From an optimization exercise on the open Yosys and OpenROAD flow, aimed at small area, a short achievable clock period and few clock cycles per item; shortcuts taken in it are not production practice. Function was checked by simulation only, so behaviour that the tests miss may differ from the original.

==> flow/design.v, too long to show whole: its modules and the start of the top module <==
// module lp2c_add: 34 lines
// module lidar_polar_to_cartesian_unit: 1409 lines
module lidar_polar_to_cartesian_unit (
    input  logic        clk,
    input  logic        rst_n,
    input  logic        cfg_we,
    input  logic [1:0]  cfg_addr,
    input  logic [31:0] cfg_wdata,
    input  logic        s_axis_tvalid,
    output logic        s_axis_tready,
    input  logic [23:0] s_axis_tdata,
    input  logic        s_axis_tuser,
    input  logic        s_axis_tlast,
    output logic        m_axis_tvalid,
    input  logic        m_axis_tready,
    output logic [55:0] m_axis_tdata,
    output logic        m_axis_tuser,
    output logic        m_axis_tlast
);
  // ...
==> flow/run.sh <==
#!/bin/bash
# synth_recipe.tcl (not shown) runs the flow's synth.tcl, then flattens the netlist and writes it again
# the make line also repeats each setting of config.mk as NAME=value (left out here)
make -C /OpenROAD-flow-scripts/flow DESIGN_CONFIG=/design/flow/config.mk WORK_HOME=/design/flow/orfs CLKGATE_MAP_FILE= SYNTH_SCRIPT=/design/flow/synth_recipe.tcl finish
==> flow/config.mk <==
export PLATFORM = sky130hd
export DESIGN_NAME = lidar_polar_to_cartesian_unit
export DESIGN_NICKNAME = lidar_polar_to_cartesian_unit
export VERILOG_FILES = /design/flow/design.v
export SDC_FILE = /design/flow/constraint.sdc
export NUM_CORES = 4
export LEC_CHECK = 0
export CAP_MARGIN = 20
export CORE_MARGIN = 2
export CORE_UTILIZATION = 40
export SLEW_MARGIN = 20
==> flow/constraint.sdc <==
create_clock -name core_clock -period 10.0 [get_ports {clk}]
set_input_delay 2.0000 -clock core_clock [delete_from_list [all_inputs] [get_ports {clk}]]
set_output_delay 2.0000 -clock core_clock [all_outputs]
set_load 0.01 [all_outputs]
==> reports/qor.json, run 1 <==
{
  "path_clk_slew": {"value": 0.06, "unit": "ns"},
  "hp-start": {"value": "sy2$_DFFE_PN_"},
  "critical_path.endpoint": {"value": "y_17[39]$_DFFE_PN_"},
  "synth.most_common_cell": {"value": "edfxtp_1"},
  "filler_cell_count": {"value": 40400},
  "critical_path.top_delay_family": {"value": "compound AO/OA/AOI/OAI gates"},
  "drv_cap": {"value": 0},
  "timing.final.crit_share": {"value": 0.571},
  "syn-instance-count": {"value": 15100},
  "regToRegSetupSlack": {"value": 4.29, "unit": "ns"},
  "grtUsageMet2": {"value": 0.299},
  "grt-ovfl-total": {"value": 0},
  "fp.coreArea": {"value": 0.434, "unit": "mm²"},
  "placement_rows": {"value": 242},
  "crit_buf_inv": {"value": 1},
  "first_global_vias": {"value": 108000},
  "global_route.usage.total": {"value": 0.174},
  "clock_tree.root_cell": {"value": "clkbuf_16"},
  "cts_htree_levels": {"value": 5},
  "detailed_place.area": {"value": 0.182, "unit": "mm²"},
  "synth.largest_area_cell": {"value": "edfxtp_1"},
  "synth_simple_gate_area_frac": {"value": 0.0842},
  "holdPathEnd": {"value": "sy3$_DFFE_PN_"},
  "worst_min_path_class": {"value": "flip-flop to flip-flop"},
  "clk_path_buf_depth": {"value": 4},
  "num_antenna_cells": {"value": 25},
  "cp_slowest_stage_delay": {"value": 0.83, "unit": "ns"},
  "number_of_synthesized_flops_with_an_enable_pin": {"value": 2440},
  "reg2regPathDepth": {"value": 15},
  "synth_mux_area_frac": {"value": 0.0246},
  "detailedRoute.firstPassIterationCount": {"value": 5},
  "synth.distinct_cells": {"value": 100},
  "run_status": {"value": "no timing/DRC/antenna violations"},
  "worstSetupStartpoint": {"value": "z_16[15]$_DFFE_PN_"},
  "fmax": {"value": 0.175, "unit": "GHz"},
  "criticalPathCategory": {"value": "flip-flop to flip-flop"},
  "wl_per_cell": {"value": 18.3, "unit": "µm"},
  "cts_tree": {"value": "built"},
  "combinational_family_with_the_most_area_after_synthesis": {"value": "adder cells"},
  "finalCriticalPeriod": {"value": 5.71, "unit": "ns"},
  "synthDominantCellAreaShare": {"value": 0.421},
  "maxSlewViolCount": {"value": 0},
  "fin_nets": {"value": 17600}
}
Testbench counts, summed over its fixed seeds: cycles 8,384, items 8,192.
==> run 2, diff against run 1 <==
--- a/flow/design.v
+++ b/flow/design.v
@@ -70,17 +70,18 @@
                 2'd2: cfg_min   <= cfg_wdata[23:0];
                 2'd3: cfg_max   <= cfg_wdata[23:0];
                 default: ;
             endcase
         end
     end
     logic adv;           
     logic acc;
-    assign s_axis_tready = adv;
+    logic rdy_q;         
+    assign s_axis_tready = rdy_q;
     assign acc = s_axis_tvalid && adv;
     logic [31:0] beam_angle;
     logic        at_start;
     logic [31:0] cur_angle, next_angle;
     assign cur_angle = at_start ? cfg_start : beam_angle;
     lp2c_add #(.N(32)) u_angle_add (.a(cur_angle), .b(cfg_step), .cin(1'b0), .s(next_angle));
     always_ff @(posedge clk or negedge rst_n)
     begin
@@ -1410,30 +1411,33 @@
     lp2c_add #(.N(25)) u_rx (.a(x_20[40:16]), .b(25'd0), .cin(x_20[15]), .s(rx));
     lp2c_add #(.N(25)) u_ry (.a(y_20[40:16]), .b(25'd0), .cin(y_20[15]), .s(ry));
     assign pt = {pok[23], lst[23], pok[23] ? ry : 25'd0, pok[23] ? rx : 25'd0};
     logic        m_vld, k_vld;
     logic [51:0] m_pt, k_pt;
     logic        push, pop;
     assign push = adv && vld[23];
     assign pop  = m_vld && m_axis_tready;
+    logic k_vld_n;
+    assign k_vld_n = (pop || !m_vld) ? (k_vld && push) : (k_vld || push);
     always_ff @(posedge clk or negedge rst_n)
     begin
         if (!rst_n)
         begin
             m_vld <= 1'b0;
             k_vld <= 1'b0;
+            rdy_q <= 1'b1;
         end
-        else if (pop || !m_vld)
+        else
         begin
-            m_vld <= k_vld || push;
-            k_vld <= k_vld && push;
+            if (pop || !m_vld)
+                m_vld <= k_vld || push;
+            k_vld <= k_vld_n;
+            rdy_q <= !k_vld_n;
         end
-        else
-            k_vld <= k_vld || push;
     end
     assign adv = !k_vld;
     always_ff @(posedge clk)
     begin
         if (pop || !m_vld)
             m_pt <= k_vld ? k_pt : pt;
         if (pop || !k_vld)
             k_pt <= pt;
==> flow/flow/run.sh (new file) <==
#!/bin/bash
# Own layout flow: the standard layout (standard.sh, unchanged synthesis and
# steps), with repair_timing asked to leave SETUP_SLACK_MARGIN ns of setup slack
# at the design's clock period, so that paths are sized for the period the
# design can reach rather than for the 10 ns constraint. The SDC, the clock
# period and every other setting stay the standard flow's.
set -euo pipefail
export SETUP_SLACK_MARGIN="${LP2C_SETUP_MARGIN:-6.5}"
bash standard.sh finish > standard_flow.log 2>&1
==> flow/standard.sh (new file) <==
#!/bin/bash
# synth_recipe.tcl (not shown) runs the flow's synth.tcl, then flattens the netlist and writes it again
# the make line also repeats each setting of config.mk as NAME=value (left out here)
make -C /OpenROAD-flow-scripts/flow DESIGN_CONFIG=/design/flow/config.mk WORK_HOME=/design/flow/orfs CLKGATE_MAP_FILE= SYNTH_SCRIPT=/design/flow/synth_recipe.tcl "${@:-finish}"
==> flow/config.mk (replaced) <==
export PLATFORM = sky130hd
export DESIGN_NAME = lidar_polar_to_cartesian_unit
export DESIGN_NICKNAME = lidar_polar_to_cartesian_unit
export VERILOG_FILES = /design/flow/design.v
export SDC_FILE = /design/flow/constraint.sdc
export NUM_CORES = 4
export LEC_CHECK = 0
export ABC_AREA = 1
export CAP_MARGIN = 20
export CORE_MARGIN = 2
export CORE_UTILIZATION = 40
export SLEW_MARGIN = 20
removed: flow/run.sh
==> reports/qor.json, run 2 <==
{
  "run_status": {"value": "no timing/DRC/antenna violations"},
  "path_clk_slew": {"value": 0.06, "unit": "ns", "change": "about the same"},
  "global_route.usage.total": {"value": 0.181, "change": "+0.00623"},
  "cp_slowest_stage_delay": {"value": 0.52, "unit": "ns", "change": "-0.31 ns"},
  "fraction_of_layout_cells_with_a_size_suffix_above_1": {"value": 0.0574},
  "cts_tree": {"value": "built"},
  "hpwlAfterDp": {"value": 336, "unit": "mm"},
  "critical_path.top_delay_family": {"value": "flip-flops"},
  "cts-buffers-inserted": {"value": 315},
  "gpl_wtd_cong": {"value": 0.895},
  "critical_path.max_fanout": {"value": 1},
  "layout_top_registers": {"value": "k_pt x52, m_pt x52, pa2 x52"},
  "grt_pass1_wl": {"value": 700, "unit": "mm"},
  "wl_met3": {"value": 13.6, "unit": "mm"},
  "design.die.area": {"value": 0.478, "unit": "mm²"},
  "rsz0062_at_grt": {"value": "true"},
  "layout.cells.most_common_list": {"value": "nand2_1, inv_1, edfxtp_1"},
  "maxSlewViolCount": {"value": 0, "change": "unchanged"},
  "final-instance-count-excl-fill": {"value": 28000},
  "synthDominantCellAreaShare": {"value": 0.387, "change": "-0.0340"},
  "worst_setup_path_start_kind": {"value": "flip-flop"},
  "rr_startpoint": {"value": "r1[22]$_DFFE_PN_"},
  "io_buffers": {"value": 118},
  "placement_rows": {"value": 252, "change": "+4.1%"},
  "synth_area": {"value": 0.189, "unit": "mm²"},
  "syn_avg_cell_area": {"value": 8.97, "unit": "µm²"},
  "worstPathRequired": {"value": 8.00, "unit": "ns"},
  "wl_met1": {"value": 180, "unit": "mm"},
  "filler_cell_count": {"value": 45100, "change": "+12%"},
  "grt-ovfl-total": {"value": 0, "change": "unchanged"},
  "regToRegSetupSlack": {"value": 6.37, "unit": "ns", "change": "+2.08 ns"},
  "syn-instance-count": {"value": 21100, "change": "+40%"},
  "instance_count_on_the_critical_path": {"value": 1},
  "timing.final.crit_share": {"value": 0.370, "change": "-0.202"},
  "number_of_drc_violations_after_detailed_routing": {"value": 0},
  "critical_path.endpoint": {"value": "m_axis_tdata[37]"},
  "starting_density": {"value": 0.402},
  "cts.sink_count": {"value": 2611},
  "synth.largest_area_cell": {"value": "edfxtp_1"},
  "critical_path.endpoint_type": {"value": "output port"},
  "ant_nets": {"value": 0},
  "reg2regPathDepth": {"value": 10, "change": "-5"},
  "worstSkewPairLatency": {"value": 1.02, "unit": "ns"},
  "highest-signal-layer": {"value": "met5"},
  "synthArstFlopShare": {"value": 0.0655},
  "layout.cells.most_common": {"value": "nand2_1"},
  "vias_per_cell": {"value": 4.83},
  "worstSetupStartpoint": {"value": "m_pt[37]$_DFFE_PN_"},
  "flow.area_growth_from_synthesis": {"value": 12.2, "unit": "%"},
  "max_slew.worst_pin.slew": {"value": 1.07, "unit": "ns"},
  "cp_cell_instances": {"value": "buf_2"},
  "synth.ff_latch_count": {"value": 2611},
  "detailedRoute.firstPassIterationCount": {"value": 6, "change": "+1"},
  "vias": {"value": 135000},
  "first_global_vias": {"value": 133000, "change": "+23%"},
  "synth.most_common_cell": {"value": "nand2_1"},
  "finalWirelength": {"value": 447, "unit": "mm"},
  "fp.coreArea": {"value": 0.471, "unit": "mm²", "change": "+8.6%"},
  "fin_nets": {"value": 23800, "change": "+35%"},
  "cts_htree_levels": {"value": 5, "change": "unchanged"},
  "drt-initial-drc-count": {"value": 7141},
  "wl_per_cell": {"value": 15.9, "unit": "µm", "change": "-13%"},
  "clock_tree.root_cell": {"value": "clkbuf_16"},
  "criticalPathCategory": {"value": "flip-flop to output port"},
  "crit_buf_inv": {"value": 1, "change": "unchanged"},
  "number_of_synthesized_flops_with_an_enable_pin": {"value": 2440, "change": "unchanged"},
  "grt_max_degree": {"value": 173},
  "slowest_cell_on_the_critical_path": {"value": "edfxtp_1"},
  "finalCriticalPeriod": {"value": 3.70, "unit": "ns", "change": "-2.02 ns"},
  "number_of_warning_messages_in_the_yosys_log": {"value": 1},
  "design.portCount": {"value": 125},
  "worst_clock_skew": {"value": 0.145, "unit": "ns"},
  "r2r_end": {"value": "pa2[27]$_DFFE_PN_"},
  "routed-wl-met2": {"value": 226, "unit": "mm"},
  "antenna_found_initial": {"value": 9},
  "setup_viol_count_final": {"value": 0},
  "cp_data_arrival_time": {"value": 1.70, "unit": "ns"},
  "synthFlopType": {"value": "edfxtp_1"},
  "synth.top_cells.by_count": {"value": "nand2_1, inv_1, edfxtp_1"},
  "worst_slew_margin_rel": {"value": 0.284},
  "clk_path_buf_depth": {"value": 4, "change": "unchanged"},
  "synth.distinct_cells": {"value": 66, "change": "-34%"},
  "fmax": {"value": 0.270, "unit": "GHz", "change": "+54%"},
  "drv_cap": {"value": 0, "change": "unchanged"},
  "synth_area_leaders": {"value": "edfxtp_1, ha_1, nand2_1"},
  "ys_seq_area_frac": {"value": 0.410},
  "number_of_hold_violations_in_the_final_report": {"value": 0},
  "placed_cells_incl_taps": {"value": 27200},
  "worstHoldPathCells": {"value": 0},
  "worst_min_path_class": {"value": "flip-flop to flip-flop"},
  "die_h": {"value": 692, "unit": "µm"},
  "die_width": {"value": 692, "unit": "µm"},
  "totalNegativeSetupSlack": {"value": 0, "unit": "ns"}
}
==> run 2: cell type report <==
type | instances | area [µm²] | share of cell area
Antenna cell | 1 | 2.50 | 0.0000118
Clock buffer | 376 | 8220 | 0.0387
Clock inverter | 183 | 1970 | 0.00927
Inverter | 2994 | 11400 | 0.0536
Multi-Input combinational cell | 15200 | 100000 | 0.472
Sequential cell | 2611 | 77600 | 0.365
Tap cell | 6223 | 7790 | 0.0367
Timing Repair Buffer | 477 | 5060 | 0.0238
Timing Repair inverter | 3 | 15.0 | 0.0000707
==> run 2: logic make-up (layout without fill, tap and decap cells) <==
logic type,after synthesis,after routing,share of synthesized area
AOI/OAI and AO/OA,2440,2440,0.0711
xor gates and xnor gates,2430,2430,0.113
adders and majority gates,2209,2209,0.163
buffers and inverters,3322,4033,0.0668
DFF,2611,2611,0.410
muxes,51,51,0.00282
other,1,7,0.0000198
and+or+nand+nor,8018,8020,0.173
==> run 2: layer usage <==
layer  track usage  up-vias
met5             0        -
li1              -    70200
met2         0.333     2242
met1         0.207    62000
met4        0.0912        4
met3        0.0181     1004
==> run 2: what timing repair did <==
item	CTS	global route
hold buffers	0	0
cloned	17	19
pin swaps	4	33
setup buffers	108	110
resized for setup	460	245
endpoints found under the setup margin	869	334
==> run 2: worst register-to-register path, cell delays in order, from the launching register on <==
cell        delay (ns)
edfxtp_1          0.47
clkinvlp_4        0.19
fa_1              0.54
inv_2             0.05
fa_1              0.47
inv_1             0.05
fa_2              0.53
inv_2             0.04
fa_2              0.52
inv_2             0.04
fa_2              0.41
==> run 2: worst min path at each step <==
stage	from	to
detailed placement	lst[22]$_DFFE_PN_	lst[23]$_DFFE_PN_
floorplan	lst[9]$_DFFE_PN_	lst[10]$_DFFE_PN_
global placement	pok[17]$_DFFE_PN_	pok[18]$_DFFE_PN_
CTS	lst[17]$_DFFE_PN_	lst[18]$_DFFE_PN_
global route	z_1[3]$_DFFE_PN_	z_1_3[3]$_DFFE_PN_
finish	lst[17]$_DFFE_PN_	lst[18]$_DFFE_PN_
==> run 2: through the flow <==
step | hold WS, ns | setup slack [ns] | util | area [µm²]
global route | 0.398 | 6.22 | 0.451 | 212000
CTS | 0.387 | 6.18 | 0.446 | 210000
floorplan | 0.400 | 3.21 | - | 189000
finish | 0.381 | 6.30 | 0.451 | 212000
detailed placement | 0.405 | 5.06 | 0.420 | 198000
global placement | 0.400 | 4.98 | 0.420 | 198000
Testbench counts of run 2, summed over its fixed seeds: cycles 8,384, items 8,192.

## re-timing with driven ports
How much do the figures lean on ideal ports? The routed layouts below were timed once more, with nothing changed but the port constraints.
Step 1, drivers: a clkbuf_16 drives clk and a buf_2 each remaining input, both assumed.
Step 2 times the ports against the registers' clock, not the clock port: input delays grow and output delays shrink by t, the midpoint of the rising clock arrivals with the driver on.
a / b / c = no drivers / after step 1 / after step 2; a / b = the first two.
run	t (ns)	slack for setup (ns)	worst setup path after step 2	worst slew at a driven data input, ns	pins driven straight from the clock port
run 1	1.018	4.286 / 4.286 / 4.286	register to register	0.07	1
run 2	1.067	6.301 / 6.182 / 5.929	input to register	0.11	1
After both steps every run listed still meets setup and hold. For run 2, which loses most, drivers alone change the setup slack by -0.119 ns; drivers and shift together by -0.372 ns.
